This is an optimization exercise on Yosys and OpenROAD, whose aim is small area, not a production implementation.
The RTL was checked by simulation tests, not by an equivalence proof against the original design.
Power and IR drop assume default switching activity.

--- flow/run.sh ---
#!/bin/bash
# The standard layout (standard.sh, with the standard synthesis unchanged),
# with two changes to how the layout is made:
#  - each port's buffer is the smallest buffer cell (buf_1) rather than
#    clkdlybuf4s50_1; every input and output port still gets its own buffer;
#  - clock tree synthesis inserts no dummy loads (same clustering and buffer
#    list as config.mk's CTS settings).
# Everything standard.sh runs logs to standard.log here, and ORFS keeps each
# step's full log under orfs/logs/.
set -euo pipefail
export BUFFER_PORTS_ARGS="-buffer_cell sky130_fd_sc_hd__buf_1"
export CTS_ARGS="-sink_clustering_enable -repair_clock_nets -sink_clustering_size 25 -sink_clustering_max_diameter 60 -buf_list {sky130_fd_sc_hd__clkbuf_8} -dont_use_dummy_load"
bash standard.sh > standard.log 2>&1
--- standard.sh ---
#!/bin/bash
# synth_recipe.tcl (not shown) runs the flow's synth.tcl, then flattens the netlist and writes it again
# the make line also repeats each setting of config.mk as NAME=value (left out here)
make -C /OpenROAD-flow-scripts/flow DESIGN_CONFIG=/design/flow/config.mk WORK_HOME=/design/flow/orfs CLKGATE_MAP_FILE= SYNTH_SCRIPT=/design/flow/synth_recipe.tcl "${@:-finish}"
--- config.mk ---
export PLATFORM = sky130hd
export DESIGN_NAME = lfsr_datapath
export DESIGN_NICKNAME = lfsr_datapath
export VERILOG_FILES = /design/flow/design.v
export SDC_FILE = /design/flow/constraint.sdc
export NUM_CORES = 4
export LEC_CHECK = 0
export CAP_MARGIN = 20
export CORE_MARGIN = 2
export CORE_UTILIZATION = 35
export CTS_BUF_LIST = sky130_fd_sc_hd__clkbuf_8
export CTS_CLUSTER_DIAMETER = 60
export CTS_CLUSTER_SIZE = 25
export PLACE_DENSITY = 0.5
export SETUP_SLACK_MARGIN = 0.15
export SLEW_MARGIN = 20
export SYNTH_HIERARCHICAL = 1
export SYNTH_MINIMUM_KEEP_SIZE = 0
--- constraint.sdc ---
create_clock -name core_clock -period 4.5 [get_ports {clk}]
set_input_delay 0.9000 -clock core_clock [delete_from_list [all_inputs] [get_ports {clk}]]
set_output_delay 0.9000 -clock core_clock [all_outputs]
set_load 0.01 [all_outputs]
--- design.v ---
module ldp_aoi222 (
    input  logic a1, a2, b1, b2, c1, c2,
    output logic y
);
    assign y = ~(a1 & a2 | b1 & b2 | c1 & c2);
endmodule
module ldp_nand2 (
    input  logic a, b,
    output logic y
);
    assign y = ~(a & b);
endmodule
module ldp_and3 (
    input  logic a, b, c,
    output logic y
);
    assign y = a & b & c;
endmodule
module ldp_nand4 (
    input  logic a, b, c, d,
    output logic y
);
    assign y = ~(a & b & c & d);
endmodule
module ldp_rd16 (
    input  logic [15:0] s,
    input  logic [15:0] d,
    output logic        y
);
    logic [5:0] t;
    ldp_aoi222 u0 (.a1(s[0]),  .a2(d[0]),  .b1(s[1]),  .b2(d[1]),  .c1(s[2]),  .c2(d[2]),  .y(t[0]));
    ldp_aoi222 u1 (.a1(s[3]),  .a2(d[3]),  .b1(s[4]),  .b2(d[4]),  .c1(s[5]),  .c2(d[5]),  .y(t[1]));
    ldp_aoi222 u2 (.a1(s[6]),  .a2(d[6]),  .b1(s[7]),  .b2(d[7]),  .c1(s[8]),  .c2(d[8]),  .y(t[2]));
    ldp_aoi222 u3 (.a1(s[9]),  .a2(d[9]),  .b1(s[10]), .b2(d[10]), .c1(s[11]), .c2(d[11]), .y(t[3]));
    ldp_aoi222 u4 (.a1(s[12]), .a2(d[12]), .b1(s[13]), .b2(d[13]), .c1(s[14]), .c2(d[14]), .y(t[4]));
    ldp_nand2  u5 (.a(s[15]), .b(d[15]), .y(t[5]));
    logic       t012;
    ldp_and3   u6 (.a(t[0]), .b(t[1]), .c(t[2]), .y(t012));
    ldp_nand4  u7 (.a(t012), .b(t[3]), .c(t[4]), .d(t[5]), .y(y));
endmodule
module ldp_comb17 (
    input  logic [4:0] t,
    input  logic       a1, a2, b1, b2,
    output logic       y
);
    assign y = ~(&t) | a1 & a2 | b1 & b2;
endmodule
module ldp_rd17 (
    input  logic [15:0] s,
    input  logic [15:0] d,
    input  logic        sc,
    input  logic        dc,
    output logic        y
);
    logic [4:0] t;
    ldp_aoi222 u0 (.a1(s[0]),  .a2(d[0]),  .b1(s[1]),  .b2(d[1]),  .c1(s[2]),  .c2(d[2]),  .y(t[0]));
    ldp_aoi222 u1 (.a1(s[3]),  .a2(d[3]),  .b1(s[4]),  .b2(d[4]),  .c1(s[5]),  .c2(d[5]),  .y(t[1]));
    ldp_aoi222 u2 (.a1(s[6]),  .a2(d[6]),  .b1(s[7]),  .b2(d[7]),  .c1(s[8]),  .c2(d[8]),  .y(t[2]));
    ldp_aoi222 u3 (.a1(s[9]),  .a2(d[9]),  .b1(s[10]), .b2(d[10]), .c1(s[11]), .c2(d[11]), .y(t[3]));
    ldp_aoi222 u4 (.a1(s[12]), .a2(d[12]), .b1(s[13]), .b2(d[13]), .c1(s[14]), .c2(d[14]), .y(t[4]));
    ldp_comb17 u5 (.t(t[4:0]), .a1(s[15]), .a2(d[15]), .b1(sc), .b2(dc), .y(y));
endmodule
module ldp_dec16e (
    input  logic [3:0]  a,
    input  logic        en,
    output logic [15:0] y
);
    assign y = en ? 16'd1 << a : 16'd0;
endmodule
module ldp_rdopb #(
    parameter int WIDTH = 32,
    parameter int NREGS = 16
) (
    input  logic [3:0]             addr,
    input  logic                   wdsrc,
    input  logic [WIDTH*NREGS-1:0] regs,
    input  logic [WIDTH-1:0]       k,
    output logic [WIDTH-1:0]       y
);
    logic [15:0] sel;
    logic        selk;
    ldp_dec16e u_dec (.a(addr), .en(wdsrc), .y(sel));
    ldp_inv    u_inv (.a(wdsrc), .y(selk));
    for (genvar i = 0; i < WIDTH; i++) begin : g_bit
        logic [15:0] col;
        for (genvar j = 0; j < NREGS; j++) begin : g_reg
            assign col[j] = regs[j*WIDTH+i];
        end
        ldp_rd17 u_rd (.s(sel), .d(col), .sc(selk), .dc(k[i]), .y(y[i]));
    end
endmodule
module ldp_dec16 (
    input  logic [3:0]  a,
    output logic [15:0] y
);
    assign y = 16'd1 << a;
endmodule
module ldp_rdsel #(
    parameter int WIDTH = 32,
    parameter int NREGS = 16
) (
    input  logic [NREGS-1:0]       sel,
    input  logic [WIDTH*NREGS-1:0] regs,
    output logic [WIDTH-1:0]       y
);
    for (genvar i = 0; i < WIDTH; i++) begin : g_bit
        logic [15:0] col;
        for (genvar j = 0; j < NREGS; j++) begin : g_reg
            assign col[j] = regs[j*WIDTH+i];
        end
        ldp_rd16 u_rd (.s(sel), .d(col), .y(y[i]));
    end
endmodule
module ldp_rdport #(
    parameter int WIDTH = 32,
    parameter int NREGS = 16
) (
    input  logic [3:0]             addr,
    input  logic [WIDTH*NREGS-1:0] regs,
    output logic [WIDTH-1:0]       y
);
    logic [15:0] sel;
    ldp_dec16 u_dec (.a(addr), .y(sel));
    for (genvar i = 0; i < WIDTH; i++) begin : g_bit
        logic [15:0] col;
        for (genvar j = 0; j < NREGS; j++) begin : g_reg
            assign col[j] = regs[j*WIDTH+i];
        end
        ldp_rd16 u_rd (.s(sel), .d(col), .y(y[i]));
    end
endmodule
module ldp_inv (
    input  logic a,
    output logic y
);
    assign y = ~a;
endmodule
module ldp_and2 (
    input  logic a, b,
    output logic y
);
    assign y = a & b;
endmodule
module ldp_nor2 (
    input  logic a, b,
    output logic y
);
    assign y = ~(a | b);
endmodule
module ldp_xor2 (
    input  logic a, b,
    output logic y
);
    assign y = a ^ b;
endmodule
module ldp_xnor2 (
    input  logic a, b,
    output logic y
);
    assign y = ~(a ^ b);
endmodule
module ldp_aoi21 (
    input  logic a1, a2, b1,
    output logic y
);
    assign y = ~(a1 & a2 | b1);
endmodule
module ldp_oai21 (
    input  logic a1, a2, b1,
    output logic y
);
    assign y = ~((a1 | a2) & b1);
endmodule
module ldp_mux2i (
    input  logic s, a, b,
    output logic y
);
    assign y = ~(s ? b : a);
endmodule
module ldp_add32 (
    input  logic [31:0] a,
    input  logic [31:0] b,
    input  logic        cin,
    output logic [31:0] s,
    output logic        cout,
    output logic [31:0] pn,
    output logic [31:0] gn
);
    logic p_1;
    logic g_2;
    logic gc_3;
    logic G_68;
    logic G_69;
    logic P_70;
    logic G_71;
    logic P_72;
    logic G_73;
    logic P_74;
    logic G_75;
    logic P_76;
    logic G_77;
    logic P_78;
    logic G_79;
    logic P_80;
    logic G_81;
    logic P_82;
    logic G_83;
    logic P_84;
    logic G_85;
    logic P_86;
    logic G_87;
    logic P_88;
    logic G_89;
    logic P_90;
    logic G_91;
    logic P_92;
    logic G_93;
    logic P_94;
    logic G_95;
    logic P_96;
    logic G_97;
    logic P_98;
    logic G_99;
    logic G_100;
    logic P_101;
    logic G_102;
    logic P_103;
    logic G_104;
    logic P_105;
    logic G_106;
    logic P_107;
    logic G_108;
    logic P_109;
    logic G_110;
    logic P_111;
    logic G_112;
    logic P_113;
    logic G_114;
    logic G_115;
    logic P_116;
    logic G_117;
    logic P_118;
    logic G_119;
    logic P_120;
    logic G_121;
    logic G_122;
    logic P_123;
    logic iv_125;
    logic G_126;
    logic iv_127;
    logic G_128;
    logic G_129;
    logic G_130;
    logic iv_131;
    logic G_132;
    logic G_133;
    logic G_134;
    logic G_135;
    logic G_136;
    logic iv_137;
    logic G_138;
    logic G_139;
    logic iv_140;
    logic G_141;
    logic G_142;
    logic G_143;
    logic G_144;
    logic G_145;
    logic iv_146;
    logic G_147;
    logic G_148;
    logic G_149;
    logic G_150;
    logic iv_151;
    logic G_152;
    logic G_153;
    logic G_154;
    logic G_155;
    logic iv_156;
    logic G_157;
    logic G_158;
    ldp_xor2 u1 (.a(a[0]), .b(b[0]), .y(p_1));
    ldp_and2 u2 (.a(a[0]), .b(b[0]), .y(g_2));
    ldp_aoi21 u3 (.a1(p_1), .a2(cin), .b1(g_2), .y(gc_3));
    ldp_inv u4 (.a(p_1), .y(pn[0]));
    ldp_inv u5 (.a(g_2), .y(gn[0]));
    ldp_nand2 u6 (.a(a[1]), .b(b[1]), .y(gn[1]));
    ldp_xnor2 u7 (.a(a[1]), .b(b[1]), .y(pn[1]));
    ldp_nand2 u8 (.a(a[2]), .b(b[2]), .y(gn[2]));
    ldp_xnor2 u9 (.a(a[2]), .b(b[2]), .y(pn[2]));
    ldp_nand2 u10 (.a(a[3]), .b(b[3]), .y(gn[3]));
    ldp_xnor2 u11 (.a(a[3]), .b(b[3]), .y(pn[3]));
    ldp_nand2 u12 (.a(a[4]), .b(b[4]), .y(gn[4]));
    ldp_xnor2 u13 (.a(a[4]), .b(b[4]), .y(pn[4]));
    ldp_nand2 u14 (.a(a[5]), .b(b[5]), .y(gn[5]));
    ldp_xnor2 u15 (.a(a[5]), .b(b[5]), .y(pn[5]));
    ldp_nand2 u16 (.a(a[6]), .b(b[6]), .y(gn[6]));
    ldp_xnor2 u17 (.a(a[6]), .b(b[6]), .y(pn[6]));
    ldp_nand2 u18 (.a(a[7]), .b(b[7]), .y(gn[7]));
    ldp_xnor2 u19 (.a(a[7]), .b(b[7]), .y(pn[7]));
    ldp_nand2 u20 (.a(a[8]), .b(b[8]), .y(gn[8]));
    ldp_xnor2 u21 (.a(a[8]), .b(b[8]), .y(pn[8]));
    ldp_nand2 u22 (.a(a[9]), .b(b[9]), .y(gn[9]));
    ldp_xnor2 u23 (.a(a[9]), .b(b[9]), .y(pn[9]));
    ldp_nand2 u24 (.a(a[10]), .b(b[10]), .y(gn[10]));
    ldp_xnor2 u25 (.a(a[10]), .b(b[10]), .y(pn[10]));
    ldp_nand2 u26 (.a(a[11]), .b(b[11]), .y(gn[11]));
    ldp_xnor2 u27 (.a(a[11]), .b(b[11]), .y(pn[11]));
    ldp_nand2 u28 (.a(a[12]), .b(b[12]), .y(gn[12]));
    ldp_xnor2 u29 (.a(a[12]), .b(b[12]), .y(pn[12]));
    ldp_nand2 u30 (.a(a[13]), .b(b[13]), .y(gn[13]));
    ldp_xnor2 u31 (.a(a[13]), .b(b[13]), .y(pn[13]));
    ldp_nand2 u32 (.a(a[14]), .b(b[14]), .y(gn[14]));
    ldp_xnor2 u33 (.a(a[14]), .b(b[14]), .y(pn[14]));
    ldp_nand2 u34 (.a(a[15]), .b(b[15]), .y(gn[15]));
    ldp_xnor2 u35 (.a(a[15]), .b(b[15]), .y(pn[15]));
    ldp_nand2 u36 (.a(a[16]), .b(b[16]), .y(gn[16]));
    ldp_xnor2 u37 (.a(a[16]), .b(b[16]), .y(pn[16]));
    ldp_nand2 u38 (.a(a[17]), .b(b[17]), .y(gn[17]));
    ldp_xnor2 u39 (.a(a[17]), .b(b[17]), .y(pn[17]));
    ldp_nand2 u40 (.a(a[18]), .b(b[18]), .y(gn[18]));
    ldp_xnor2 u41 (.a(a[18]), .b(b[18]), .y(pn[18]));
    ldp_nand2 u42 (.a(a[19]), .b(b[19]), .y(gn[19]));
    ldp_xnor2 u43 (.a(a[19]), .b(b[19]), .y(pn[19]));
    ldp_nand2 u44 (.a(a[20]), .b(b[20]), .y(gn[20]));
    ldp_xnor2 u45 (.a(a[20]), .b(b[20]), .y(pn[20]));
    ldp_nand2 u46 (.a(a[21]), .b(b[21]), .y(gn[21]));
    ldp_xnor2 u47 (.a(a[21]), .b(b[21]), .y(pn[21]));
    ldp_nand2 u48 (.a(a[22]), .b(b[22]), .y(gn[22]));
    ldp_xnor2 u49 (.a(a[22]), .b(b[22]), .y(pn[22]));
    ldp_nand2 u50 (.a(a[23]), .b(b[23]), .y(gn[23]));
    ldp_xnor2 u51 (.a(a[23]), .b(b[23]), .y(pn[23]));
    ldp_nand2 u52 (.a(a[24]), .b(b[24]), .y(gn[24]));
    ldp_xnor2 u53 (.a(a[24]), .b(b[24]), .y(pn[24]));
    ldp_nand2 u54 (.a(a[25]), .b(b[25]), .y(gn[25]));
    ldp_xnor2 u55 (.a(a[25]), .b(b[25]), .y(pn[25]));
    ldp_nand2 u56 (.a(a[26]), .b(b[26]), .y(gn[26]));
    ldp_xnor2 u57 (.a(a[26]), .b(b[26]), .y(pn[26]));
    ldp_nand2 u58 (.a(a[27]), .b(b[27]), .y(gn[27]));
    ldp_xnor2 u59 (.a(a[27]), .b(b[27]), .y(pn[27]));
    ldp_nand2 u60 (.a(a[28]), .b(b[28]), .y(gn[28]));
    ldp_xnor2 u61 (.a(a[28]), .b(b[28]), .y(pn[28]));
    ldp_nand2 u62 (.a(a[29]), .b(b[29]), .y(gn[29]));
    ldp_xnor2 u63 (.a(a[29]), .b(b[29]), .y(pn[29]));
    ldp_nand2 u64 (.a(a[30]), .b(b[30]), .y(gn[30]));
    ldp_xnor2 u65 (.a(a[30]), .b(b[30]), .y(pn[30]));
    ldp_nand2 u66 (.a(a[31]), .b(b[31]), .y(gn[31]));
    ldp_xnor2 u67 (.a(a[31]), .b(b[31]), .y(pn[31]));
    ldp_oai21 u68 (.a1(pn[1]), .a2(gc_3), .b1(gn[1]), .y(G_68));
    ldp_oai21 u69 (.a1(pn[3]), .a2(gn[2]), .b1(gn[3]), .y(G_69));
    ldp_nor2 u70 (.a(pn[3]), .b(pn[2]), .y(P_70));
    ldp_oai21 u71 (.a1(pn[5]), .a2(gn[4]), .b1(gn[5]), .y(G_71));
    ldp_nor2 u72 (.a(pn[5]), .b(pn[4]), .y(P_72));
    ldp_oai21 u73 (.a1(pn[7]), .a2(gn[6]), .b1(gn[7]), .y(G_73));
    ldp_nor2 u74 (.a(pn[7]), .b(pn[6]), .y(P_74));
    ldp_oai21 u75 (.a1(pn[9]), .a2(gn[8]), .b1(gn[9]), .y(G_75));
    ldp_nor2 u76 (.a(pn[9]), .b(pn[8]), .y(P_76));
    ldp_oai21 u77 (.a1(pn[11]), .a2(gn[10]), .b1(gn[11]), .y(G_77));
    ldp_nor2 u78 (.a(pn[11]), .b(pn[10]), .y(P_78));
    ldp_oai21 u79 (.a1(pn[13]), .a2(gn[12]), .b1(gn[13]), .y(G_79));
    ldp_nor2 u80 (.a(pn[13]), .b(pn[12]), .y(P_80));
    ldp_oai21 u81 (.a1(pn[15]), .a2(gn[14]), .b1(gn[15]), .y(G_81));
    ldp_nor2 u82 (.a(pn[15]), .b(pn[14]), .y(P_82));
    ldp_oai21 u83 (.a1(pn[17]), .a2(gn[16]), .b1(gn[17]), .y(G_83));
    ldp_nor2 u84 (.a(pn[17]), .b(pn[16]), .y(P_84));
    ldp_oai21 u85 (.a1(pn[19]), .a2(gn[18]), .b1(gn[19]), .y(G_85));
    ldp_nor2 u86 (.a(pn[19]), .b(pn[18]), .y(P_86));
    ldp_oai21 u87 (.a1(pn[21]), .a2(gn[20]), .b1(gn[21]), .y(G_87));
    ldp_nor2 u88 (.a(pn[21]), .b(pn[20]), .y(P_88));
    ldp_oai21 u89 (.a1(pn[23]), .a2(gn[22]), .b1(gn[23]), .y(G_89));
    ldp_nor2 u90 (.a(pn[23]), .b(pn[22]), .y(P_90));
    ldp_oai21 u91 (.a1(pn[25]), .a2(gn[24]), .b1(gn[25]), .y(G_91));
    ldp_nor2 u92 (.a(pn[25]), .b(pn[24]), .y(P_92));
    ldp_oai21 u93 (.a1(pn[27]), .a2(gn[26]), .b1(gn[27]), .y(G_93));
    ldp_nor2 u94 (.a(pn[27]), .b(pn[26]), .y(P_94));
    ldp_oai21 u95 (.a1(pn[29]), .a2(gn[28]), .b1(gn[29]), .y(G_95));
    ldp_nor2 u96 (.a(pn[29]), .b(pn[28]), .y(P_96));
    ldp_oai21 u97 (.a1(pn[31]), .a2(gn[30]), .b1(gn[31]), .y(G_97));
    ldp_nor2 u98 (.a(pn[31]), .b(pn[30]), .y(P_98));
    ldp_aoi21 u99 (.a1(P_70), .a2(G_68), .b1(G_69), .y(G_99));
    ldp_aoi21 u100 (.a1(P_74), .a2(G_71), .b1(G_73), .y(G_100));
    ldp_nand2 u101 (.a(P_74), .b(P_72), .y(P_101));
    ldp_aoi21 u102 (.a1(P_78), .a2(G_75), .b1(G_77), .y(G_102));
    ldp_nand2 u103 (.a(P_78), .b(P_76), .y(P_103));
    ldp_aoi21 u104 (.a1(P_82), .a2(G_79), .b1(G_81), .y(G_104));
    ldp_nand2 u105 (.a(P_82), .b(P_80), .y(P_105));
    ldp_aoi21 u106 (.a1(P_86), .a2(G_83), .b1(G_85), .y(G_106));
    ldp_nand2 u107 (.a(P_86), .b(P_84), .y(P_107));
    ldp_aoi21 u108 (.a1(P_90), .a2(G_87), .b1(G_89), .y(G_108));
    ldp_nand2 u109 (.a(P_90), .b(P_88), .y(P_109));
    ldp_aoi21 u110 (.a1(P_94), .a2(G_91), .b1(G_93), .y(G_110));
    ldp_nand2 u111 (.a(P_94), .b(P_92), .y(P_111));
    ldp_aoi21 u112 (.a1(P_98), .a2(G_95), .b1(G_97), .y(G_112));
    ldp_nand2 u113 (.a(P_98), .b(P_96), .y(P_113));
    ldp_oai21 u114 (.a1(P_101), .a2(G_99), .b1(G_100), .y(G_114));
    ldp_oai21 u115 (.a1(P_105), .a2(G_102), .b1(G_104), .y(G_115));
    ldp_nor2 u116 (.a(P_105), .b(P_103), .y(P_116));
    ldp_oai21 u117 (.a1(P_109), .a2(G_106), .b1(G_108), .y(G_117));
    ldp_nor2 u118 (.a(P_109), .b(P_107), .y(P_118));
    ldp_oai21 u119 (.a1(P_113), .a2(G_110), .b1(G_112), .y(G_119));
    ldp_nor2 u120 (.a(P_113), .b(P_111), .y(P_120));
    ldp_aoi21 u121 (.a1(P_116), .a2(G_114), .b1(G_115), .y(G_121));
    ldp_aoi21 u122 (.a1(P_120), .a2(G_117), .b1(G_119), .y(G_122));
    ldp_nand2 u123 (.a(P_120), .b(P_118), .y(P_123));
    ldp_oai21 u124 (.a1(P_123), .a2(G_121), .b1(G_122), .y(cout));
    ldp_inv u125 (.a(G_121), .y(iv_125));
    ldp_aoi21 u126 (.a1(P_118), .a2(iv_125), .b1(G_117), .y(G_126));
    ldp_inv u127 (.a(G_114), .y(iv_127));
    ldp_oai21 u128 (.a1(P_103), .a2(iv_127), .b1(G_102), .y(G_128));
    ldp_oai21 u129 (.a1(P_107), .a2(G_121), .b1(G_106), .y(G_129));
    ldp_oai21 u130 (.a1(P_111), .a2(G_126), .b1(G_110), .y(G_130));
    ldp_inv u131 (.a(G_99), .y(iv_131));
    ldp_aoi21 u132 (.a1(P_72), .a2(iv_131), .b1(G_71), .y(G_132));
    ldp_aoi21 u133 (.a1(P_76), .a2(G_114), .b1(G_75), .y(G_133));
    ldp_aoi21 u134 (.a1(P_80), .a2(G_128), .b1(G_79), .y(G_134));
    ldp_aoi21 u135 (.a1(P_84), .a2(iv_125), .b1(G_83), .y(G_135));
    ldp_aoi21 u136 (.a1(P_88), .a2(G_129), .b1(G_87), .y(G_136));
    ldp_inv u137 (.a(G_126), .y(iv_137));
    ldp_aoi21 u138 (.a1(P_92), .a2(iv_137), .b1(G_91), .y(G_138));
    ldp_aoi21 u139 (.a1(P_96), .a2(G_130), .b1(G_95), .y(G_139));
    ldp_inv u140 (.a(G_68), .y(iv_140));
    ldp_oai21 u141 (.a1(pn[2]), .a2(iv_140), .b1(gn[2]), .y(G_141));
    ldp_oai21 u142 (.a1(pn[4]), .a2(G_99), .b1(gn[4]), .y(G_142));
    ldp_oai21 u143 (.a1(pn[6]), .a2(G_132), .b1(gn[6]), .y(G_143));
    ldp_oai21 u144 (.a1(pn[8]), .a2(iv_127), .b1(gn[8]), .y(G_144));
    ldp_oai21 u145 (.a1(pn[10]), .a2(G_133), .b1(gn[10]), .y(G_145));
    ldp_inv u146 (.a(G_128), .y(iv_146));
    ldp_oai21 u147 (.a1(pn[12]), .a2(iv_146), .b1(gn[12]), .y(G_147));
    ldp_oai21 u148 (.a1(pn[14]), .a2(G_134), .b1(gn[14]), .y(G_148));
    ldp_oai21 u149 (.a1(pn[16]), .a2(G_121), .b1(gn[16]), .y(G_149));
    ldp_oai21 u150 (.a1(pn[18]), .a2(G_135), .b1(gn[18]), .y(G_150));
    ldp_inv u151 (.a(G_129), .y(iv_151));
    ldp_oai21 u152 (.a1(pn[20]), .a2(iv_151), .b1(gn[20]), .y(G_152));
    ldp_oai21 u153 (.a1(pn[22]), .a2(G_136), .b1(gn[22]), .y(G_153));
    ldp_oai21 u154 (.a1(pn[24]), .a2(G_126), .b1(gn[24]), .y(G_154));
    ldp_oai21 u155 (.a1(pn[26]), .a2(G_138), .b1(gn[26]), .y(G_155));
    ldp_inv u156 (.a(G_130), .y(iv_156));
    ldp_oai21 u157 (.a1(pn[28]), .a2(iv_156), .b1(gn[28]), .y(G_157));
    ldp_oai21 u158 (.a1(pn[30]), .a2(G_139), .b1(gn[30]), .y(G_158));
    ldp_xor2 u159 (.a(p_1), .b(cin), .y(s[0]));
    ldp_xor2 u160 (.a(pn[1]), .b(gc_3), .y(s[1]));
    ldp_xnor2 u161 (.a(pn[2]), .b(G_68), .y(s[2]));
    ldp_xnor2 u162 (.a(pn[3]), .b(G_141), .y(s[3]));
    ldp_xor2 u163 (.a(pn[4]), .b(G_99), .y(s[4]));
    ldp_xnor2 u164 (.a(pn[5]), .b(G_142), .y(s[5]));
    ldp_xor2 u165 (.a(pn[6]), .b(G_132), .y(s[6]));
    ldp_xnor2 u166 (.a(pn[7]), .b(G_143), .y(s[7]));
    ldp_xnor2 u167 (.a(pn[8]), .b(G_114), .y(s[8]));
    ldp_xnor2 u168 (.a(pn[9]), .b(G_144), .y(s[9]));
    ldp_xor2 u169 (.a(pn[10]), .b(G_133), .y(s[10]));
    ldp_xnor2 u170 (.a(pn[11]), .b(G_145), .y(s[11]));
    ldp_xnor2 u171 (.a(pn[12]), .b(G_128), .y(s[12]));
    ldp_xnor2 u172 (.a(pn[13]), .b(G_147), .y(s[13]));
    ldp_xor2 u173 (.a(pn[14]), .b(G_134), .y(s[14]));
    ldp_xnor2 u174 (.a(pn[15]), .b(G_148), .y(s[15]));
    ldp_xor2 u175 (.a(pn[16]), .b(G_121), .y(s[16]));
    ldp_xnor2 u176 (.a(pn[17]), .b(G_149), .y(s[17]));
    ldp_xor2 u177 (.a(pn[18]), .b(G_135), .y(s[18]));
    ldp_xnor2 u178 (.a(pn[19]), .b(G_150), .y(s[19]));
    ldp_xnor2 u179 (.a(pn[20]), .b(G_129), .y(s[20]));
    ldp_xnor2 u180 (.a(pn[21]), .b(G_152), .y(s[21]));
    ldp_xor2 u181 (.a(pn[22]), .b(G_136), .y(s[22]));
    ldp_xnor2 u182 (.a(pn[23]), .b(G_153), .y(s[23]));
    ldp_xor2 u183 (.a(pn[24]), .b(G_126), .y(s[24]));
    ldp_xnor2 u184 (.a(pn[25]), .b(G_154), .y(s[25]));
    ldp_xor2 u185 (.a(pn[26]), .b(G_138), .y(s[26]));
    ldp_xnor2 u186 (.a(pn[27]), .b(G_155), .y(s[27]));
    ldp_xnor2 u187 (.a(pn[28]), .b(G_130), .y(s[28]));
    ldp_xnor2 u188 (.a(pn[29]), .b(G_157), .y(s[29]));
    ldp_xor2 u189 (.a(pn[30]), .b(G_139), .y(s[30]));
    ldp_xnor2 u190 (.a(pn[31]), .b(G_158), .y(s[31]));
endmodule
module ldp_shl32 (
    input  logic [31:0] x,
    input  logic        shr,
    input  logic [4:0]  n,
    input  logic [4:0]  nn,
    output logic [31:0] y
);
    logic r_1;
    logic r_2;
    logic r_3;
    logic r_4;
    logic r_5;
    logic r_6;
    logic r_7;
    logic r_8;
    logic r_9;
    logic r_10;
    logic r_11;
    logic r_12;
    logic r_13;
    logic r_14;
    logic r_15;
    logic r_16;
    logic r_17;
    logic r_18;
    logic r_19;
    logic r_20;
    logic r_21;
    logic r_22;
    logic r_23;
    logic r_24;
    logic r_25;
    logic r_26;
    logic r_27;
    logic r_28;
    logic r_29;
    logic r_30;
    logic r_31;
    logic r_32;
    logic z_33;
    logic m_34;
    logic m_35;
    logic m_36;
    logic m_37;
    logic m_38;
    logic m_39;
    logic m_40;
    logic m_41;
    logic m_42;
    logic m_43;
    logic m_44;
    logic m_45;
    logic m_46;
    logic m_47;
    logic m_48;
    logic m_49;
    logic m_50;
    logic m_51;
    logic m_52;
    logic m_53;
    logic m_54;
    logic m_55;
    logic m_56;
    logic m_57;
    logic m_58;
    logic m_59;
    logic m_60;
    logic m_61;
    logic m_62;
    logic m_63;
    logic m_64;
    logic z_65;
    logic z_66;
    logic m_67;
    logic m_68;
    logic m_69;
    logic m_70;
    logic m_71;
    logic m_72;
    logic m_73;
    logic m_74;
    logic m_75;
    logic m_76;
    logic m_77;
    logic m_78;
    logic m_79;
    logic m_80;
    logic m_81;
    logic m_82;
    logic m_83;
    logic m_84;
    logic m_85;
    logic m_86;
    logic m_87;
    logic m_88;
    logic m_89;
    logic m_90;
    logic m_91;
    logic m_92;
    logic m_93;
    logic m_94;
    logic m_95;
    logic m_96;
    logic z_97;
    logic z_98;
    logic z_99;
    logic z_100;
    logic m_101;
    logic m_102;
    logic m_103;
    logic m_104;
    logic m_105;
    logic m_106;
    logic m_107;
    logic m_108;
    logic m_109;
    logic m_110;
    logic m_111;
    logic m_112;
    logic m_113;
    logic m_114;
    logic m_115;
    logic m_116;
    logic m_117;
    logic m_118;
    logic m_119;
    logic m_120;
    logic m_121;
    logic m_122;
    logic m_123;
    logic m_124;
    logic m_125;
    logic m_126;
    logic m_127;
    logic m_128;
    logic z_129;
    logic z_130;
    logic z_131;
    logic z_132;
    logic z_133;
    logic z_134;
    logic z_135;
    logic z_136;
    logic m_137;
    logic m_138;
    logic m_139;
    logic m_140;
    logic m_141;
    logic m_142;
    logic m_143;
    logic m_144;
    logic m_145;
    logic m_146;
    logic m_147;
    logic m_148;
    logic m_149;
    logic m_150;
    logic m_151;
    logic m_152;
    logic m_153;
    logic m_154;
    logic m_155;
    logic m_156;
    logic m_157;
    logic m_158;
    logic m_159;
    logic m_160;
    ldp_mux2i u1 (.s(shr), .a(x[0]), .b(x[31]), .y(r_1));
    ldp_mux2i u2 (.s(shr), .a(x[1]), .b(x[30]), .y(r_2));
    ldp_mux2i u3 (.s(shr), .a(x[2]), .b(x[29]), .y(r_3));
    ldp_mux2i u4 (.s(shr), .a(x[3]), .b(x[28]), .y(r_4));
    ldp_mux2i u5 (.s(shr), .a(x[4]), .b(x[27]), .y(r_5));
    ldp_mux2i u6 (.s(shr), .a(x[5]), .b(x[26]), .y(r_6));
    ldp_mux2i u7 (.s(shr), .a(x[6]), .b(x[25]), .y(r_7));
    ldp_mux2i u8 (.s(shr), .a(x[7]), .b(x[24]), .y(r_8));
    ldp_mux2i u9 (.s(shr), .a(x[8]), .b(x[23]), .y(r_9));
    ldp_mux2i u10 (.s(shr), .a(x[9]), .b(x[22]), .y(r_10));
    ldp_mux2i u11 (.s(shr), .a(x[10]), .b(x[21]), .y(r_11));
    ldp_mux2i u12 (.s(shr), .a(x[11]), .b(x[20]), .y(r_12));
    ldp_mux2i u13 (.s(shr), .a(x[12]), .b(x[19]), .y(r_13));
    ldp_mux2i u14 (.s(shr), .a(x[13]), .b(x[18]), .y(r_14));
    ldp_mux2i u15 (.s(shr), .a(x[14]), .b(x[17]), .y(r_15));
    ldp_mux2i u16 (.s(shr), .a(x[15]), .b(x[16]), .y(r_16));
    ldp_mux2i u17 (.s(shr), .a(x[16]), .b(x[15]), .y(r_17));
    ldp_mux2i u18 (.s(shr), .a(x[17]), .b(x[14]), .y(r_18));
    ldp_mux2i u19 (.s(shr), .a(x[18]), .b(x[13]), .y(r_19));
    ldp_mux2i u20 (.s(shr), .a(x[19]), .b(x[12]), .y(r_20));
    ldp_mux2i u21 (.s(shr), .a(x[20]), .b(x[11]), .y(r_21));
    ldp_mux2i u22 (.s(shr), .a(x[21]), .b(x[10]), .y(r_22));
    ldp_mux2i u23 (.s(shr), .a(x[22]), .b(x[9]), .y(r_23));
    ldp_mux2i u24 (.s(shr), .a(x[23]), .b(x[8]), .y(r_24));
    ldp_mux2i u25 (.s(shr), .a(x[24]), .b(x[7]), .y(r_25));
    ldp_mux2i u26 (.s(shr), .a(x[25]), .b(x[6]), .y(r_26));
    ldp_mux2i u27 (.s(shr), .a(x[26]), .b(x[5]), .y(r_27));
    ldp_mux2i u28 (.s(shr), .a(x[27]), .b(x[4]), .y(r_28));
    ldp_mux2i u29 (.s(shr), .a(x[28]), .b(x[3]), .y(r_29));
    ldp_mux2i u30 (.s(shr), .a(x[29]), .b(x[2]), .y(r_30));
    ldp_mux2i u31 (.s(shr), .a(x[30]), .b(x[1]), .y(r_31));
    ldp_mux2i u32 (.s(shr), .a(x[31]), .b(x[0]), .y(r_32));
    ldp_nor2 u33 (.a(n[0]), .b(r_1), .y(z_33));
    ldp_mux2i u34 (.s(n[0]), .a(r_2), .b(r_1), .y(m_34));
    ldp_mux2i u35 (.s(n[0]), .a(r_3), .b(r_2), .y(m_35));
    ldp_mux2i u36 (.s(n[0]), .a(r_4), .b(r_3), .y(m_36));
    ldp_mux2i u37 (.s(n[0]), .a(r_5), .b(r_4), .y(m_37));
    ldp_mux2i u38 (.s(n[0]), .a(r_6), .b(r_5), .y(m_38));
    ldp_mux2i u39 (.s(n[0]), .a(r_7), .b(r_6), .y(m_39));
    ldp_mux2i u40 (.s(n[0]), .a(r_8), .b(r_7), .y(m_40));
    ldp_mux2i u41 (.s(n[0]), .a(r_9), .b(r_8), .y(m_41));
    ldp_mux2i u42 (.s(n[0]), .a(r_10), .b(r_9), .y(m_42));
    ldp_mux2i u43 (.s(n[0]), .a(r_11), .b(r_10), .y(m_43));
    ldp_mux2i u44 (.s(n[0]), .a(r_12), .b(r_11), .y(m_44));
    ldp_mux2i u45 (.s(n[0]), .a(r_13), .b(r_12), .y(m_45));
    ldp_mux2i u46 (.s(n[0]), .a(r_14), .b(r_13), .y(m_46));
    ldp_mux2i u47 (.s(n[0]), .a(r_15), .b(r_14), .y(m_47));
    ldp_mux2i u48 (.s(n[0]), .a(r_16), .b(r_15), .y(m_48));
    ldp_mux2i u49 (.s(n[0]), .a(r_17), .b(r_16), .y(m_49));
    ldp_mux2i u50 (.s(n[0]), .a(r_18), .b(r_17), .y(m_50));
    ldp_mux2i u51 (.s(n[0]), .a(r_19), .b(r_18), .y(m_51));
    ldp_mux2i u52 (.s(n[0]), .a(r_20), .b(r_19), .y(m_52));
    ldp_mux2i u53 (.s(n[0]), .a(r_21), .b(r_20), .y(m_53));
    ldp_mux2i u54 (.s(n[0]), .a(r_22), .b(r_21), .y(m_54));
    ldp_mux2i u55 (.s(n[0]), .a(r_23), .b(r_22), .y(m_55));
    ldp_mux2i u56 (.s(n[0]), .a(r_24), .b(r_23), .y(m_56));
    ldp_mux2i u57 (.s(n[0]), .a(r_25), .b(r_24), .y(m_57));
    ldp_mux2i u58 (.s(n[0]), .a(r_26), .b(r_25), .y(m_58));
    ldp_mux2i u59 (.s(n[0]), .a(r_27), .b(r_26), .y(m_59));
    ldp_mux2i u60 (.s(n[0]), .a(r_28), .b(r_27), .y(m_60));
    ldp_mux2i u61 (.s(n[0]), .a(r_29), .b(r_28), .y(m_61));
    ldp_mux2i u62 (.s(n[0]), .a(r_30), .b(r_29), .y(m_62));
    ldp_mux2i u63 (.s(n[0]), .a(r_31), .b(r_30), .y(m_63));
    ldp_mux2i u64 (.s(n[0]), .a(r_32), .b(r_31), .y(m_64));
    ldp_nand2 u65 (.a(nn[1]), .b(z_33), .y(z_65));
    ldp_nand2 u66 (.a(nn[1]), .b(m_34), .y(z_66));
    ldp_mux2i u67 (.s(n[1]), .a(m_35), .b(z_33), .y(m_67));
    ldp_mux2i u68 (.s(n[1]), .a(m_36), .b(m_34), .y(m_68));
    ldp_mux2i u69 (.s(n[1]), .a(m_37), .b(m_35), .y(m_69));
    ldp_mux2i u70 (.s(n[1]), .a(m_38), .b(m_36), .y(m_70));
    ldp_mux2i u71 (.s(n[1]), .a(m_39), .b(m_37), .y(m_71));
    ldp_mux2i u72 (.s(n[1]), .a(m_40), .b(m_38), .y(m_72));
    ldp_mux2i u73 (.s(n[1]), .a(m_41), .b(m_39), .y(m_73));
    ldp_mux2i u74 (.s(n[1]), .a(m_42), .b(m_40), .y(m_74));
    ldp_mux2i u75 (.s(n[1]), .a(m_43), .b(m_41), .y(m_75));
    ldp_mux2i u76 (.s(n[1]), .a(m_44), .b(m_42), .y(m_76));
    ldp_mux2i u77 (.s(n[1]), .a(m_45), .b(m_43), .y(m_77));
    ldp_mux2i u78 (.s(n[1]), .a(m_46), .b(m_44), .y(m_78));
    ldp_mux2i u79 (.s(n[1]), .a(m_47), .b(m_45), .y(m_79));
    ldp_mux2i u80 (.s(n[1]), .a(m_48), .b(m_46), .y(m_80));
    ldp_mux2i u81 (.s(n[1]), .a(m_49), .b(m_47), .y(m_81));
    ldp_mux2i u82 (.s(n[1]), .a(m_50), .b(m_48), .y(m_82));
    ldp_mux2i u83 (.s(n[1]), .a(m_51), .b(m_49), .y(m_83));
    ldp_mux2i u84 (.s(n[1]), .a(m_52), .b(m_50), .y(m_84));
    ldp_mux2i u85 (.s(n[1]), .a(m_53), .b(m_51), .y(m_85));
    ldp_mux2i u86 (.s(n[1]), .a(m_54), .b(m_52), .y(m_86));
    ldp_mux2i u87 (.s(n[1]), .a(m_55), .b(m_53), .y(m_87));
    ldp_mux2i u88 (.s(n[1]), .a(m_56), .b(m_54), .y(m_88));
    ldp_mux2i u89 (.s(n[1]), .a(m_57), .b(m_55), .y(m_89));
    ldp_mux2i u90 (.s(n[1]), .a(m_58), .b(m_56), .y(m_90));
    ldp_mux2i u91 (.s(n[1]), .a(m_59), .b(m_57), .y(m_91));
    ldp_mux2i u92 (.s(n[1]), .a(m_60), .b(m_58), .y(m_92));
    ldp_mux2i u93 (.s(n[1]), .a(m_61), .b(m_59), .y(m_93));
    ldp_mux2i u94 (.s(n[1]), .a(m_62), .b(m_60), .y(m_94));
    ldp_mux2i u95 (.s(n[1]), .a(m_63), .b(m_61), .y(m_95));
    ldp_mux2i u96 (.s(n[1]), .a(m_64), .b(m_62), .y(m_96));
    ldp_nor2 u97 (.a(n[2]), .b(z_65), .y(z_97));
    ldp_nor2 u98 (.a(n[2]), .b(z_66), .y(z_98));
    ldp_nor2 u99 (.a(n[2]), .b(m_67), .y(z_99));
    ldp_nor2 u100 (.a(n[2]), .b(m_68), .y(z_100));
    ldp_mux2i u101 (.s(n[2]), .a(m_69), .b(z_65), .y(m_101));
    ldp_mux2i u102 (.s(n[2]), .a(m_70), .b(z_66), .y(m_102));
    ldp_mux2i u103 (.s(n[2]), .a(m_71), .b(m_67), .y(m_103));
    ldp_mux2i u104 (.s(n[2]), .a(m_72), .b(m_68), .y(m_104));
    ldp_mux2i u105 (.s(n[2]), .a(m_73), .b(m_69), .y(m_105));
    ldp_mux2i u106 (.s(n[2]), .a(m_74), .b(m_70), .y(m_106));
    ldp_mux2i u107 (.s(n[2]), .a(m_75), .b(m_71), .y(m_107));
    ldp_mux2i u108 (.s(n[2]), .a(m_76), .b(m_72), .y(m_108));
    ldp_mux2i u109 (.s(n[2]), .a(m_77), .b(m_73), .y(m_109));
    ldp_mux2i u110 (.s(n[2]), .a(m_78), .b(m_74), .y(m_110));
    ldp_mux2i u111 (.s(n[2]), .a(m_79), .b(m_75), .y(m_111));
    ldp_mux2i u112 (.s(n[2]), .a(m_80), .b(m_76), .y(m_112));
    ldp_mux2i u113 (.s(n[2]), .a(m_81), .b(m_77), .y(m_113));
    ldp_mux2i u114 (.s(n[2]), .a(m_82), .b(m_78), .y(m_114));
    ldp_mux2i u115 (.s(n[2]), .a(m_83), .b(m_79), .y(m_115));
    ldp_mux2i u116 (.s(n[2]), .a(m_84), .b(m_80), .y(m_116));
    ldp_mux2i u117 (.s(n[2]), .a(m_85), .b(m_81), .y(m_117));
    ldp_mux2i u118 (.s(n[2]), .a(m_86), .b(m_82), .y(m_118));
    ldp_mux2i u119 (.s(n[2]), .a(m_87), .b(m_83), .y(m_119));
    ldp_mux2i u120 (.s(n[2]), .a(m_88), .b(m_84), .y(m_120));
    ldp_mux2i u121 (.s(n[2]), .a(m_89), .b(m_85), .y(m_121));
    ldp_mux2i u122 (.s(n[2]), .a(m_90), .b(m_86), .y(m_122));
    ldp_mux2i u123 (.s(n[2]), .a(m_91), .b(m_87), .y(m_123));
    ldp_mux2i u124 (.s(n[2]), .a(m_92), .b(m_88), .y(m_124));
    ldp_mux2i u125 (.s(n[2]), .a(m_93), .b(m_89), .y(m_125));
    ldp_mux2i u126 (.s(n[2]), .a(m_94), .b(m_90), .y(m_126));
    ldp_mux2i u127 (.s(n[2]), .a(m_95), .b(m_91), .y(m_127));
    ldp_mux2i u128 (.s(n[2]), .a(m_96), .b(m_92), .y(m_128));
    ldp_nand2 u129 (.a(nn[3]), .b(z_97), .y(z_129));
    ldp_nand2 u130 (.a(nn[3]), .b(z_98), .y(z_130));
    ldp_nand2 u131 (.a(nn[3]), .b(z_99), .y(z_131));
    ldp_nand2 u132 (.a(nn[3]), .b(z_100), .y(z_132));
    ldp_nand2 u133 (.a(nn[3]), .b(m_101), .y(z_133));
    ldp_nand2 u134 (.a(nn[3]), .b(m_102), .y(z_134));
    ldp_nand2 u135 (.a(nn[3]), .b(m_103), .y(z_135));
    ldp_nand2 u136 (.a(nn[3]), .b(m_104), .y(z_136));
    ldp_mux2i u137 (.s(n[3]), .a(m_105), .b(z_97), .y(m_137));
    ldp_mux2i u138 (.s(n[3]), .a(m_106), .b(z_98), .y(m_138));
    ldp_mux2i u139 (.s(n[3]), .a(m_107), .b(z_99), .y(m_139));
    ldp_mux2i u140 (.s(n[3]), .a(m_108), .b(z_100), .y(m_140));
    ldp_mux2i u141 (.s(n[3]), .a(m_109), .b(m_101), .y(m_141));
    ldp_mux2i u142 (.s(n[3]), .a(m_110), .b(m_102), .y(m_142));
    ldp_mux2i u143 (.s(n[3]), .a(m_111), .b(m_103), .y(m_143));
    ldp_mux2i u144 (.s(n[3]), .a(m_112), .b(m_104), .y(m_144));
    ldp_mux2i u145 (.s(n[3]), .a(m_113), .b(m_105), .y(m_145));
    ldp_mux2i u146 (.s(n[3]), .a(m_114), .b(m_106), .y(m_146));
    ldp_mux2i u147 (.s(n[3]), .a(m_115), .b(m_107), .y(m_147));
    ldp_mux2i u148 (.s(n[3]), .a(m_116), .b(m_108), .y(m_148));
    ldp_mux2i u149 (.s(n[3]), .a(m_117), .b(m_109), .y(m_149));
    ldp_mux2i u150 (.s(n[3]), .a(m_118), .b(m_110), .y(m_150));
    ldp_mux2i u151 (.s(n[3]), .a(m_119), .b(m_111), .y(m_151));
    ldp_mux2i u152 (.s(n[3]), .a(m_120), .b(m_112), .y(m_152));
    ldp_mux2i u153 (.s(n[3]), .a(m_121), .b(m_113), .y(m_153));
    ldp_mux2i u154 (.s(n[3]), .a(m_122), .b(m_114), .y(m_154));
    ldp_mux2i u155 (.s(n[3]), .a(m_123), .b(m_115), .y(m_155));
    ldp_mux2i u156 (.s(n[3]), .a(m_124), .b(m_116), .y(m_156));
    ldp_mux2i u157 (.s(n[3]), .a(m_125), .b(m_117), .y(m_157));
    ldp_mux2i u158 (.s(n[3]), .a(m_126), .b(m_118), .y(m_158));
    ldp_mux2i u159 (.s(n[3]), .a(m_127), .b(m_119), .y(m_159));
    ldp_mux2i u160 (.s(n[3]), .a(m_128), .b(m_120), .y(m_160));
    ldp_nor2 u161 (.a(n[4]), .b(z_129), .y(y[0]));
    ldp_nor2 u162 (.a(n[4]), .b(z_130), .y(y[1]));
    ldp_nor2 u163 (.a(n[4]), .b(z_131), .y(y[2]));
    ldp_nor2 u164 (.a(n[4]), .b(z_132), .y(y[3]));
    ldp_nor2 u165 (.a(n[4]), .b(z_133), .y(y[4]));
    ldp_nor2 u166 (.a(n[4]), .b(z_134), .y(y[5]));
    ldp_nor2 u167 (.a(n[4]), .b(z_135), .y(y[6]));
    ldp_nor2 u168 (.a(n[4]), .b(z_136), .y(y[7]));
    ldp_nor2 u169 (.a(n[4]), .b(m_137), .y(y[8]));
    ldp_nor2 u170 (.a(n[4]), .b(m_138), .y(y[9]));
    ldp_nor2 u171 (.a(n[4]), .b(m_139), .y(y[10]));
    ldp_nor2 u172 (.a(n[4]), .b(m_140), .y(y[11]));
    ldp_nor2 u173 (.a(n[4]), .b(m_141), .y(y[12]));
    ldp_nor2 u174 (.a(n[4]), .b(m_142), .y(y[13]));
    ldp_nor2 u175 (.a(n[4]), .b(m_143), .y(y[14]));
    ldp_nor2 u176 (.a(n[4]), .b(m_144), .y(y[15]));
    ldp_mux2i u177 (.s(n[4]), .a(m_145), .b(z_129), .y(y[16]));
    ldp_mux2i u178 (.s(n[4]), .a(m_146), .b(z_130), .y(y[17]));
    ldp_mux2i u179 (.s(n[4]), .a(m_147), .b(z_131), .y(y[18]));
    ldp_mux2i u180 (.s(n[4]), .a(m_148), .b(z_132), .y(y[19]));
    ldp_mux2i u181 (.s(n[4]), .a(m_149), .b(z_133), .y(y[20]));
    ldp_mux2i u182 (.s(n[4]), .a(m_150), .b(z_134), .y(y[21]));
    ldp_mux2i u183 (.s(n[4]), .a(m_151), .b(z_135), .y(y[22]));
    ldp_mux2i u184 (.s(n[4]), .a(m_152), .b(z_136), .y(y[23]));
    ldp_mux2i u185 (.s(n[4]), .a(m_153), .b(m_137), .y(y[24]));
    ldp_mux2i u186 (.s(n[4]), .a(m_154), .b(m_138), .y(y[25]));
    ldp_mux2i u187 (.s(n[4]), .a(m_155), .b(m_139), .y(y[26]));
    ldp_mux2i u188 (.s(n[4]), .a(m_156), .b(m_140), .y(y[27]));
    ldp_mux2i u189 (.s(n[4]), .a(m_157), .b(m_141), .y(y[28]));
    ldp_mux2i u190 (.s(n[4]), .a(m_158), .b(m_142), .y(y[29]));
    ldp_mux2i u191 (.s(n[4]), .a(m_159), .b(m_143), .y(y[30]));
    ldp_mux2i u192 (.s(n[4]), .a(m_160), .b(m_144), .y(y[31]));
endmodule
module lfsr_datapath #(
    parameter int WIDTH = 32,
    parameter int NREGS = 16,
    parameter int CNTW  = 16,
    parameter int AW    = $clog2(NREGS)
) (
    input  logic             clk,
    input  logic             rst,
    input  logic [AW-1:0]    raddr1,
    input  logic [AW-1:0]    raddr2,
    input  logic             wen,
    input  logic [AW-1:0]    waddr,
    input  logic             wdsrc,
    input  logic [3:0]       func,
    input  logic [WIDTH-1:0] constant,
    output logic             isZero,
    output logic [WIDTH-1:0] result,
    output logic             result_valid,
    output logic [CNTW-1:0]  op_count,
    input  logic [AW-1:0]    dbg_addr,
    output logic [WIDTH-1:0] dbg_data
);
    logic [WIDTH-1:0] rf [NREGS];
    logic [WIDTH*NREGS-1:0] rf_flat;
    logic             s1_wen;
    logic [AW-1:0]    s1_waddr;
    logic [NREGS-1:0] s1_sel1;
    logic             s1_arith, s1_kg, s1_kp, s1_shl, s1_shr, s1_slt, s1_passb, s1_sub;
    logic [WIDTH-1:0] s1_opb;
    logic             s1_fwdb;
    logic             written;
    logic [WIDTH-1:0] opa, opb_next, opb, bx;
    logic             commit;
    logic [WIDTH-1:0] alu_z;
    always_comb begin
        for (int i = 0; i < NREGS; i++) rf_flat[i*WIDTH +: WIDTH] = rf[i];
    end
    ldp_rdsel  u_rda (.sel(s1_sel1),   .regs(rf_flat), .y(opa));
    ldp_rdopb  u_rdb (.addr(raddr2), .wdsrc(wdsrc), .regs(rf_flat), .k(constant), .y(opb_next));
    ldp_rdport u_rdd (.addr(dbg_addr), .regs(rf_flat), .y(dbg_data));
    assign opb = s1_fwdb ? result : s1_opb;
    logic f_arith, f_kg, f_kp, f_shl, f_shr, f_slt, f_passb, do_sub;
    assign f_arith = !rst && s1_arith;
    assign f_kg    = !rst && s1_kg;
    assign f_kp    = !rst && s1_kp;
    assign f_shl   = !rst && s1_shl;
    assign f_shr   = !rst && s1_shr;
    assign f_slt   = !rst && s1_slt;
    assign f_passb = !rst && s1_passb;
    assign do_sub  = s1_sub;
    logic [WIDTH-1:0] sum, prop_n, gen_n;
    logic             cout;
    assign bx = opb ^ {WIDTH{do_sub}};
    ldp_add32 u_add (.a(opa), .b(bx), .cin(do_sub), .s(sum), .cout(cout), .pn(prop_n), .gn(gen_n));
    logic [WIDTH-1:0] sh_out;
    ldp_shl32 u_shl (.x(opa), .shr(s1_shr), .n(opb[4:0]), .nn(~opb[4:0]), .y(sh_out));
    always_comb begin
        for (int i = 0; i < WIDTH; i++) begin
            alu_z[i] = f_arith & sum[i]
                     | f_kg & !gen_n[i]
                     | f_kp & !prop_n[i]
                     | f_shl & sh_out[i]
                     | f_shr & sh_out[WIDTH-1-i]
                     | f_passb & opb[i];
        end
        alu_z[0] = alu_z[0] | f_slt & !cout;
    end
    assign commit = s1_wen && !rst;
    always_ff @(posedge clk) begin
        s1_wen   <= wen && !rst;
        s1_waddr <= waddr;
        s1_sel1  <= NREGS'(1) << raddr1;
        s1_arith <= func == 4'd0 || func == 4'd1;
        s1_kg    <= func == 4'd2 || func == 4'd3;
        s1_kp    <= func == 4'd3 || func == 4'd4;
        s1_shl   <= func == 4'd5;
        s1_shr   <= func == 4'd6;
        s1_slt   <= func == 4'd7;
        s1_passb <= func == 4'd8;
        s1_sub   <= func == 4'd1 || func == 4'd7;
        s1_opb   <= opb_next;
        s1_fwdb  <= wdsrc && commit && s1_waddr == raddr2;
        for (int i = 0; i < NREGS; i++) begin
            if (rst || (commit && s1_waddr == AW'(i))) rf[i] <= alu_z;
        end
        if (rst || commit) result <= alu_z;
        result_valid <= commit;
        written      <= !rst && (written || commit);
        if (rst)         op_count <= '0;
        else if (commit) op_count <= op_count + CNTW'(1);
    end
    assign isZero = written && (result == '0);
endmodule
==> impl.org <==
** Drt
- DRC violations left :: 0
- Detailed Route Iter0 Violations :: around 7,000
- Vias :: approximately 28,000
- Dividing the detail-routed wire length by the instance count gives between 30 and 40 µm.
- Number of optimization iterations in the first detailed-route pass :: 12
- Total Wirelength :: 145 mm
- Using the TritonRoute via totals, the vias-per-cell ratio works out to approximately 7.3.
- Once detail routing completed, the nets flagged for antenna violations numbered 0.

** STA
- Setup-failing EPs final :: 0
- The max-slew violation count was 0.
- Setup repair after global routing could not meet its margin everywhere.
- Based on the critical path, the design can be clocked at up to around 240 MHz.
- The worst pin sits at a relative slew slack of a little under a quarter.
- Post-layout min period :: approximately 4.2 ns
- At the pin with the least slew margin, the transition time is roughly 1.2 ns.
- Across all setup checks in the final design, the least slack found is about 0.25 ns.
- Final setup skew :: 0.117 ns
- Final clock period utilization by the worst path :: between 90 and 100%
- The hold violation total from the final report came to 0.

** Worst hold path
- Hold worst-path end :: s1_waddr[0]
- The worst hold path belongs to the class in2reg.
- Along the worst hold path, the cell count comes to 1.
- Startpoint of the most critical hold path :: waddr[0]

** Yosys
- Mapped Cells :: 2,274
- After synthesis, the share of flip-flops with an asynchronous set or reset is 0%.
- Each instance of the synthesized netlist takes up on average 13.4 µm².
- Count of state elements after synthesis :: 624
- Sequential element share of the synthesized area :: around 60%
- For this run, the leading register cell type out of synthesis is edfxtp_1.
- Yosys printed 8 warnings.
- Counting every net in the synthesized netlist gives approximately 2,300.
- Number of distinct standard cells referenced by the synthesized netlist :: 58
- The synthesized design contains between 500 and 600 enable-type register cells.
- Post-synthesis instance area :: just over 30,000 µm²

** Layout
- Commonest cells after routing, fill and taps aside :: edfxtp_1, a222oi_1, mux2i_1, nand2_1, buf_4
- Total number of nets in the final design :: between 2,000 and 3,000
- Area growth from synthesis to layout :: 16.3%
- Of the cells placed in the final design, the portion with a size suffix greater than 1 is between 10 and 15%.
- Leaving out fill and tap cells, the most frequent cell in the layout is edfxtp_1.

** Setup path
- Origin of the worst setup path :: s1_sel1[3]
- The critical path in this run is classified as reg2reg.
- Data on the critical path is required at its endpoint by roughly 5.0 ns.
- Worst setup EP type :: flop
- RR Startpoint :: s1_sel1[3]
- Length in cells of the worst reg-to-reg path :: 14
- STA puts the critical path data arrival time at 4.70 ns.
- In this run the register-to-register setup slack is approximately 0.25 ns.
- The worst register-to-register path ends at rf[4][18].
- Kind of start point of the critical path :: flop
- Along the worst path, the maximum fanout reaches 21.

** Placed design
- The congestion estimate from routability-driven global placement came to ~0.98.
- HPWL after detailed placement :: ~94 mm
- Buffers placed on the I/O ports in this run total 137.
- Setup WS pre-CTS :: -0.0618 ns

** Clocking
- H-tree Lvls :: 2
- For this design, the CTS-stage hold fixing added 0 buffers.
- In this run the clock root is driven by a clkbuf_8.
- Clock transition at the registers of the reported paths :: about 0.070 ns
- Counting every sink on the clock net gives 624.
- Clock buffer count from CTS :: 57
- TritonCTS clock tree :: built
- Latest clock arrival within the worst-skew pair :: between 0.7 and 0.8 ns
- The clock passes through at most 3 buffers.

** Global route
- The total overflow left after global routing is 0.
- In the global route stage, overall resource usage came out at between 30% and 40%.
- Global-route wire length before repair :: ~200 mm
- The number of global-route vias before repair is approximately 26,000.
- Entering global routing, the biggest net connects 41 pins.
- Number of antenna violations at the first check in global routing :: 1

** Power
- Overall power consumption after layout is estimated at approximately 14,000 µW.
- In this run the power density over the cells is just under 400 nW/µm².
- For this design the static power due to leakage is 0.0118 µW.
- VDD sags by at most roughly 250 µV.

** Floorplan
- The floorplan step defined a die boundary enclosing slightly below 90,000 µm².
- Initial Utilization :: 35.2%
- Height of the die :: about 300 µm
- Die X :: 299 µm
- Boundary pin count :: about 140
- The initialized floorplan defines ~110 standard-cell rows.
- In this run the standard cell core region covers ~87,000 µm².

** Run
- Count of max-cap constraint violations :: 0

** Outcome
- Result of the run :: timing/DRC/antenna clean
==> layout make-up <==
cell class	instances	area, µm²
fill	8072	51100
sequential	624	18000
multi-input combinational	1585	12600
timing repair buffer	349	2560
tap	1155	1450
clock buffer	57	785
inverter	22	82.6
antenna	1	2.50
==> per-stage QoR <==
stage | cell area [µm²] | TNS (ns) | cells | hold WS, ns | util [%]
2_1_floorplan | 30500 | 0 | 2274 | 0.427 | -
3_3_place_gp | 34500 | -1.28 | 3728 | 0.462 | 39.8
3_5_place_dp | 34500 | -1.53 | 3728 | 0.495 | 39.8
4_1_cts | 35300 | 0 | 3786 | 0.244 | 40.8
5_1_grt | 35500 | 0 | 3793 | 0.285 | 41.0
6_report | 35500 | 0 | 3793 | 0.281 | 41.0
==> Yosys stat by module, one instance, submodules excluded, a selection <==
module / cells inside / flops+latches / times used
ldp_aoi21: 1 / 0 / 19
ldp_dec16: 20 / 0 / 1
ldp_and3: 1 / 0 / 64
ldp_nand2: 1 / 0 / 113
ldp_nor2: 1 / 0 / 39
ldp_xnor2: 1 / 0 / 51
ldp_dec16e: 23 / 0 / 1
ldp_mux2i: 1 / 0 / 161
ldp_xor2: 1 / 0 / 13
ldp_and2: 1 / 0 / 1
ldp_inv: 1 / 0 / 11
ldp_oai21: 1 / 0 / 39
ldp_comb17: 4 / 0 / 32
ldp_nand4: 1 / 0 / 64
lfsr_datapath: 1048 / 624 / 1
==> worst max-delay path: stages (launching register included) <==
cell      delay, ns
dfxtp_4        0.48
a222oi_1       0.48
and3_1         0.25
nand4_1        0.37
mux2i_1        0.44
mux2i_1        0.21
mux2i_1        0.28
mux2i_1        0.16
mux2i_1        0.17
buf_4          0.13
nor2_1         0.11
a221oi_1       0.34
buf_4          0.15
o211ai_1       0.15
buf_4          0.25
==> kinds of logic after synthesis <==
group	Yosys count	synth area share [%]
AO/OA/AOI/OAI	692	20.8
flip-flops	624	58.8
AND/OR/NAND/NOR	586	9.89
multiplexers	196	6.44
XOR/XNOR	110	3.16
buffers and inverters	65	0.878
adder cells (fa/ha/maj)	1	0.0410
==> cells in the mapped netlist, drive strengths merged, types with 4 or more instances <==
| cell | number | area share [%] |
|---|---|---|
| nand4 | 71 | 1.5 |
| buf | 16 | 0.27 |
| o221ai | 14 | 0.40 |
| a221oi | 14 | 0.40 |
| and3 | 65 | 1.3 |
| nand2 | 186 | 2.3 |
| a211o | 14 | 0.40 |
| and4bb | 6 | 0.25 |
| nand2b | 9 | 0.18 |
| mux2i | 194 | 6.4 |
| o21ai | 56 | 0.92 |
| or3 | 35 | 0.73 |
| xnor2 | 89 | 2.6 |
| xor2 | 21 | 0.60 |
| o21bai | 4 | 0.098 |
| nor3 | 14 | 0.25 |
| nor2b | 11 | 0.23 |
| nor4 | 12 | 0.27 |
| edfxtp | 544 | 54 |
| and4b | 5 | 0.16 |
| a31o | 8 | 0.23 |
| clkbuf | 27 | 0.33 |
| a21oi | 41 | 0.91 |
| nor2 | 111 | 1.4 |
| nor4b | 7 | 0.28 |
| dfxtp | 80 | 5.3 |
| a22o | 32 | 0.92 |
| a222oi | 484 | 16 |
| nand3 | 39 | 0.64 |
| inv | 22 | 0.27 |
| o211ai | 17 | 0.42 |
==> state kept, by name, indices dropped and copies added (netlist names), 4 cells and up <==
| register | flops |
|---|---|
| result | 32 |
| s1_waddr | 4 |
| rf | 512 |
| op_count | 16 |
| s1_opb | 32 |
| s1_sel1 | 16 |
==> per-layer routing <==
layer | GRT usage, % | up-vias | part of all wire (%)
met5 | 0 | - | 0
met4 | 14.4 | 0 | 5.6
met3 | 6.43 | 486 | 13
met2 | 48.7 | 2445 | 44
met1 | 41.7 | 13700 | 37
li1 | - | 11000 | -
==> how the worst max path moves through the flow <==
stage	endpoint	slack (ns)	depth (start not counted)
2_1_floorplan	result[31]	0.43	17
3_3_place_gp	result[29]	-0.08	17
3_5_place_dp	rf[15][29]	-0.06	17
4_1_cts	rf[1][18]	0.16	14
5_1_grt	rf[13][19]	0.13	14
6_report	rf[4][18]	0.25	14
==> report_power, final <==
group	internal [µW]	total, µW	switching [µW]
logic	1150	3200	2050
clock network	1120	3040	1920
registers	7050	7580	528
==> repair_timing <==
action	CTS	global route
pin swaps	1	11
setup buffers	1	5
endpoints found under the setup margin	185	475
resized for setup	8	23

==> what the ideal ports hide <==
The results above use ideal ports. As a check the final layout listed here was re-extracted and re-timed, cells and wires unchanged.
Step 1 (the two cells are an assumption about what drives the block):
set clk [get_ports {clk}]
set_driving_cell -lib_cell sky130_fd_sc_hd__clkbuf_16 $clk
set_driving_cell -lib_cell sky130_fd_sc_hd__buf_2 [delete_from_list [all_inputs] $clk]
Step 2, shift: input delay + t, output delay - t, t = (earliest + latest rising clock arrival at the registers) / 2. This alone moves slack from input paths to output paths.
a / b / c = ideal ports / drivers / drivers and shift; a / b = the first two.
t (ns): 0.796
setup WS [ns]: 0.253 / 0.253 / 0.253
hold slack, ns: 0.281 / 0.240 / 0.495
worst setup path after step 2: register to register
cell pins on the clock port's net: 1
After both steps this run still meets setup and hold. For this run, drivers alone change the setup slack by 0.000 ns; drivers and shift together by 0.000 ns.
